Context: an optimization exercise on an open-source flow, tuned for small area and a short achievable clock period. The choices shown serve that exercise and are no tape-out recipe. Only simulation tests tie the RTL to the original design; equivalence was not proved. Power is estimated from default activity; no workload was simulated.

==> v30: inputs <==
## rv_core
module rv_core (
  input  logic                    clk,
  input  logic                    reset,
  output logic [rv_pkg::xlen-1:0] icache_addr,
  output logic                    icache_re,
  input  logic [rv_pkg::xlen-1:0] icache_dout,
  output logic [rv_pkg::xlen-1:0] dcache_addr,
  output logic [rv_pkg::xlen-1:0] dcache_din,
  output logic [3:0]              dcache_we,
  output logic                    dcache_re,
  input  logic [rv_pkg::xlen-1:0] dcache_dout,
  input  logic                    stall,
  output logic [rv_pkg::xlen-1:0] csr
);
==> module rv_rdport, before the edit <==
module rv_rdport (
  input  logic [31:1]       sel,
  input  logic [31*32-1:0]  regs,
  input  logic              sel_mem,
  input  logic [31:0]       mem_val,
  input  logic              sel_wb,
  input  logic [31:0]       wb_val,
  input  logic              sel_ld,
  input  logic [31:0]       ld_val,
  output logic [31:0]       q
);
  logic [33*32-1:0] td;
  logic [32:0]      ts;
  assign td = {wb_val, mem_val, regs};
  assign ts = {sel_wb, sel_mem, sel};
  for (genvar j = 0; j < 32; j++) begin : g_bit
    logic [10:0] t;
    logic [2:0]  n;
    logic        q_n, l_n;
    for (genvar g = 0; g < 11; g++) begin : g_aoi
      rv_aoi222 u_aoi (
        .a1 (ts[3*g]),   .a2 (td[32*(3*g)   + j]),
        .b1 (ts[3*g+1]), .b2 (td[32*(3*g+1) + j]),
        .c1 (ts[3*g+2]), .c2 (td[32*(3*g+2) + j]),
        .y  (t[g])
      );
    end
    rv_g_nand4 u_n0 (.a(t[0]), .b(t[1]), .c(t[2]),  .d(t[3]), .y(n[0]));
    rv_g_nand4 u_n1 (.a(t[4]), .b(t[5]), .c(t[6]),  .d(t[7]), .y(n[1]));
    rv_g_nand3 u_n2 (.a(t[8]), .b(t[9]), .c(t[10]), .y(n[2]));
    rv_g_nor3  u_nq (.a(n[0]), .b(n[1]), .c(n[2]), .y(q_n));
    rv_g_nand2 u_ld (.a(sel_ld), .b(ld_val[j]), .y(l_n));
    rv_g_nand2 u_q  (.a(q_n), .b(l_n), .y(q[j]));
  end
endmodule
==> module rv_shift, before the edit <==
module rv_shift (
  input  logic [31:0] a,
  input  logic [4:0]  s,
  input  logic [4:0]  imm,
  input  logic        is_r,
  input  logic        left,
  input  logic        arith,
  output logic [31:0] y
);
  logic [31:0] sh_in, sh_out;
  logic [4:0]  shamt;
  logic        fill;
  function automatic logic [31:0] rev32(input logic [31:0] x);
    for (int i = 0; i < 32; i++) rev32[i] = x[31-i];
  endfunction
  assign shamt  = is_r ? s : imm;
  assign sh_in  = left ? rev32(a) : a;
  assign fill   = arith & a[31];
  assign sh_out = 32'($signed({fill, sh_in}) >>> shamt);
  assign y      = left ? rev32(sh_out) : sh_out;
endmodule
make LEC_CHECK=0 CAP_MARGIN=20 CELL_PAD_IN_SITES_DETAIL_PLACEMENT=1 CORE_MARGIN=2 CORE_UTILIZATION=50 CTS_BUF_LIST='sky130_fd_sc_hd__clkbuf_4 sky130_fd_sc_hd__clkbuf_8' CTS_CLUSTER_DIAMETER=80 CTS_CLUSTER_SIZE=12 PLACE_DENSITY=0.55 SETUP_SLACK_MARGIN=3.4 SLEW_MARGIN=20 SYNTH_HIERARCHICAL=1 finish   # period 8.0 ns
run.sh (not shown) runs the stock make flow with config.mk's settings and CLKGATE_MAP_FILE= SYNTH_SCRIPT=/design/flow/synth_recipe.tcl, a recipe that flattens the netlist after the stock synthesis.
==> inputs of v6, as changes to v30 <==
--- a/flow/design.v
+++ b/flow/design.v
@@ -54,4 +54,16 @@
   assign y = ~((a1 & a2) | (b1 & b2) | (c1 & c2));
 endmodule
+module rv_and4 (
+  input  logic a, b, c, d,
+  output logic y
+);
+  assign y = a & b & c & d;
+endmodule
+module rv_and3 (
+  input  logic a, b, c,
+  output logic y
+);
+  assign y = a & b & c;
+endmodule
 module rv_rdport (
   input  logic [31:1]       sel,
@@ -72,5 +84,5 @@
     logic [10:0] t;
     logic [2:0]  n;
-    logic        q_n, l_n;
+    logic        l_n;
     for (genvar g = 0; g < 11; g++) begin : g_aoi
       rv_aoi222 u_aoi (
@@ -81,10 +93,9 @@
       );
     end
-    rv_g_nand4 u_n0 (.a(t[0]), .b(t[1]), .c(t[2]),  .d(t[3]), .y(n[0]));
-    rv_g_nand4 u_n1 (.a(t[4]), .b(t[5]), .c(t[6]),  .d(t[7]), .y(n[1]));
-    rv_g_nand3 u_n2 (.a(t[8]), .b(t[9]), .c(t[10]), .y(n[2]));
-    rv_g_nor3  u_nq (.a(n[0]), .b(n[1]), .c(n[2]), .y(q_n));
+    rv_and4    u_n0 (.a(t[0]), .b(t[1]), .c(t[2]),  .d(t[3]), .y(n[0]));
+    rv_and4    u_n1 (.a(t[4]), .b(t[5]), .c(t[6]),  .d(t[7]), .y(n[1]));
+    rv_and3    u_n2 (.a(t[8]), .b(t[9]), .c(t[10]), .y(n[2]));
     rv_g_nand2 u_ld (.a(sel_ld), .b(ld_val[j]), .y(l_n));
-    rv_g_nand2 u_q  (.a(q_n), .b(l_n), .y(q[j]));
+    rv_g_nand4 u_q  (.a(n[0]), .b(n[1]), .c(n[2]), .d(l_n), .y(q[j]));
   end
 endmodule
@@ -299,5 +310,5 @@
   output logic [31:0] y
 );
-  logic [31:0] sh_in, sh_out;
+  logic [31:0] sh_in, s1, s2, sh_out;
   logic [4:0]  shamt;
   logic        fill;
@@ -305,9 +316,23 @@
     for (int i = 0; i < 32; i++) rev32[i] = x[31-i];
   endfunction
-  assign shamt  = is_r ? s : imm;
-  assign sh_in  = left ? rev32(a) : a;
-  assign fill   = arith & a[31];
-  assign sh_out = 32'($signed({fill, sh_in}) >>> shamt);
-  assign y      = left ? rev32(sh_out) : sh_out;
+  assign shamt = is_r ? s : imm;
+  assign sh_in = left ? rev32(a) : a;
+  assign fill  = arith & a[31];
+  always_comb begin
+    case (shamt[1:0])
+      2'd0: s1 = sh_in;
+      2'd1: s1 = {fill, sh_in[31:1]};
+      2'd2: s1 = {{2{fill}}, sh_in[31:2]};
+      default: s1 = {{3{fill}}, sh_in[31:3]};
+    endcase
+    case (shamt[3:2])
+      2'd0: s2 = s1;
+      2'd1: s2 = {{4{fill}}, s1[31:4]};
+      2'd2: s2 = {{8{fill}}, s1[31:8]};
+      default: s2 = {{12{fill}}, s1[31:12]};
+    endcase
+    sh_out = shamt[4] ? {{16{fill}}, s2[31:16]} : s2;
+  end
+  assign y = left ? rev32(sh_out) : sh_out;
 endmodule
 `default_nettype wire
--- a/flow/config.mk
+++ b/flow/config.mk
@@ -14,5 +14,5 @@
 export CTS_CLUSTER_SIZE = 12
 export PLACE_DENSITY = 0.55
-export SETUP_SLACK_MARGIN = 3.4
+export SETUP_SLACK_MARGIN = 3.6
 export SLEW_MARGIN = 20
 export SYNTH_HIERARCHICAL = 1
==> inputs of v11, as changes to v30 <==
--- a/flow/design.v
+++ b/flow/design.v
@@ -54,4 +54,16 @@
   assign y = ~((a1 & a2) | (b1 & b2) | (c1 & c2));
 endmodule
+module rv_and4 (
+  input  logic a, b, c, d,
+  output logic y
+);
+  assign y = a & b & c & d;
+endmodule
+module rv_and3 (
+  input  logic a, b, c,
+  output logic y
+);
+  assign y = a & b & c;
+endmodule
 module rv_rdport (
   input  logic [31:1]       sel,
@@ -72,5 +84,5 @@
     logic [10:0] t;
     logic [2:0]  n;
-    logic        q_n, l_n;
+    logic        l_n;
     for (genvar g = 0; g < 11; g++) begin : g_aoi
       rv_aoi222 u_aoi (
@@ -81,10 +93,9 @@
       );
     end
-    rv_g_nand4 u_n0 (.a(t[0]), .b(t[1]), .c(t[2]),  .d(t[3]), .y(n[0]));
-    rv_g_nand4 u_n1 (.a(t[4]), .b(t[5]), .c(t[6]),  .d(t[7]), .y(n[1]));
-    rv_g_nand3 u_n2 (.a(t[8]), .b(t[9]), .c(t[10]), .y(n[2]));
-    rv_g_nor3  u_nq (.a(n[0]), .b(n[1]), .c(n[2]), .y(q_n));
+    rv_and4    u_n0 (.a(t[0]), .b(t[1]), .c(t[2]),  .d(t[3]), .y(n[0]));
+    rv_and4    u_n1 (.a(t[4]), .b(t[5]), .c(t[6]),  .d(t[7]), .y(n[1]));
+    rv_and3    u_n2 (.a(t[8]), .b(t[9]), .c(t[10]), .y(n[2]));
     rv_g_nand2 u_ld (.a(sel_ld), .b(ld_val[j]), .y(l_n));
-    rv_g_nand2 u_q  (.a(q_n), .b(l_n), .y(q[j]));
+    rv_g_nand4 u_q  (.a(n[0]), .b(n[1]), .c(n[2]), .d(l_n), .y(q[j]));
   end
 endmodule
@@ -299,5 +310,5 @@
   output logic [31:0] y
 );
-  logic [31:0] sh_in, sh_out;
+  logic [31:0] sh_in, s1, s2, sh_out;
   logic [4:0]  shamt;
   logic        fill;
@@ -305,9 +316,23 @@
     for (int i = 0; i < 32; i++) rev32[i] = x[31-i];
   endfunction
-  assign shamt  = is_r ? s : imm;
-  assign sh_in  = left ? rev32(a) : a;
-  assign fill   = arith & a[31];
-  assign sh_out = 32'($signed({fill, sh_in}) >>> shamt);
-  assign y      = left ? rev32(sh_out) : sh_out;
+  assign shamt = is_r ? s : imm;
+  assign sh_in = left ? rev32(a) : a;
+  assign fill  = arith & a[31];
+  always_comb begin
+    case (shamt[1:0])
+      2'd0: s1 = sh_in;
+      2'd1: s1 = {fill, sh_in[31:1]};
+      2'd2: s1 = {{2{fill}}, sh_in[31:2]};
+      default: s1 = {{3{fill}}, sh_in[31:3]};
+    endcase
+    case (shamt[3:2])
+      2'd0: s2 = s1;
+      2'd1: s2 = {{4{fill}}, s1[31:4]};
+      2'd2: s2 = {{8{fill}}, s1[31:8]};
+      default: s2 = {{12{fill}}, s1[31:12]};
+    endcase
+    sh_out = shamt[4] ? {{16{fill}}, s2[31:16]} : s2;
+  end
+  assign y = left ? rev32(sh_out) : sh_out;
 endmodule
 `default_nettype wire
--- a/flow/config.mk
+++ b/flow/config.mk
@@ -11,6 +11,4 @@
 export CORE_UTILIZATION = 50
 export CTS_BUF_LIST = sky130_fd_sc_hd__clkbuf_4 sky130_fd_sc_hd__clkbuf_8
-export CTS_CLUSTER_DIAMETER = 80
-export CTS_CLUSTER_SIZE = 12
 export PLACE_DENSITY = 0.55
 export SETUP_SLACK_MARGIN = 3.4
==> out/results.txt <==
outcome - complete, no violations
dpl cells - 6074
crit end category - register
per-cell routed wire length - 40.47 microns
multi-input logic area - 22720 sq um
XOR/XNOR Fraction of Synth Area - 2.658%
sequential cell power - 7.60 mW
Routed WL - 257800 microns
postcts setup bufs - 81
CTS H-Tree Depth - 3
proportion of cell area occupied by multi-input gates - 33.22%
met1 usage - 54.02%
max_slew headroom - 19.92%
CP Launch Point - lo1_ex[3]
layout filler cell count - 11200
The numbers above come from v30.

==> out/results.txt <==
Inverters excl. clock - 117
XOR/XNOR Fraction of Synth Area - 2.643%
proportion of cell area occupied by multi-input gates - 32.64%
clk buf depth - 3
crit end category - output pin
Routed WL - 274000 microns
outcome - complete, no violations
largest family of logic cells by synthesized area - compound AO/OA/AOI/OAI gates
met3 usage in global routing - 10.08%
max_slew headroom - 17.46%
CP Launch Point - icache_dout[2]
CTS H-Tree Depth - 3
postcts setup bufs - 226
per-cell routed wire length - 41.48 microns
Synth Area in Compound Gates - 16.73%
dpl cells - 6064
met1 usage - 58.40%
multi-input logic area - 23420 sq um
The numbers above come from v6.

==> out/results.txt <==
per-cell routed wire length - 39.99 microns
max_slew headroom - 20.12%
proportion of cell area occupied by multi-input gates - 31.46%
XOR/XNOR Fraction of Synth Area - 2.643%
layout filler cell count - 11220
CTS H-Tree Depth - 4
multi-input logic area - 22390 sq um
outcome - complete, no violations
dpl cells - 6052
crit end category - output pin
postcts setup bufs - 110
met1 usage - 55.01%
sequential cell power - 7.61 mW
The numbers above come from v11.

-- re-timing with driven ports --
Ports are ideal in the flow. The routed layouts listed here were re-timed in OpenROAD. Step 1, drivers: a clkbuf_16 drives clk and a buf_2 each remaining input, both assumed. Step 2 moves the port delays by t, midway between the first and last clock arrival at a register: inputs arrive t later, outputs are due t later. That takes back most of the time a late clock gives input paths. a / b / c = no drivers / after step 1 / after step 2; a / b = the first two.
run	shift t [ns]	setup slack, ns	hold WS [ns]	clock arrival spread, ns	slew at the worst register clock pin (ns)
v30	0.912	2.991 / 2.991 / 2.703	0.470 / 0.470 / 0.470	0.069 / 0.069	0.10 / 0.10
v6	0.914	2.864 / 2.800 / 2.711	0.472 / 0.472 / 0.472	0.066 / 0.066	0.11 / 0.11
v11	1.011	3.158 / 3.092 / 2.570	0.473 / 0.473 / 0.473	0.057 / 0.056	0.07 / 0.07
After both steps every run listed still meets setup and hold. The setup slack of v11, which loses most, moves by -0.066 ns with the drivers and by -0.588 ns with both steps.
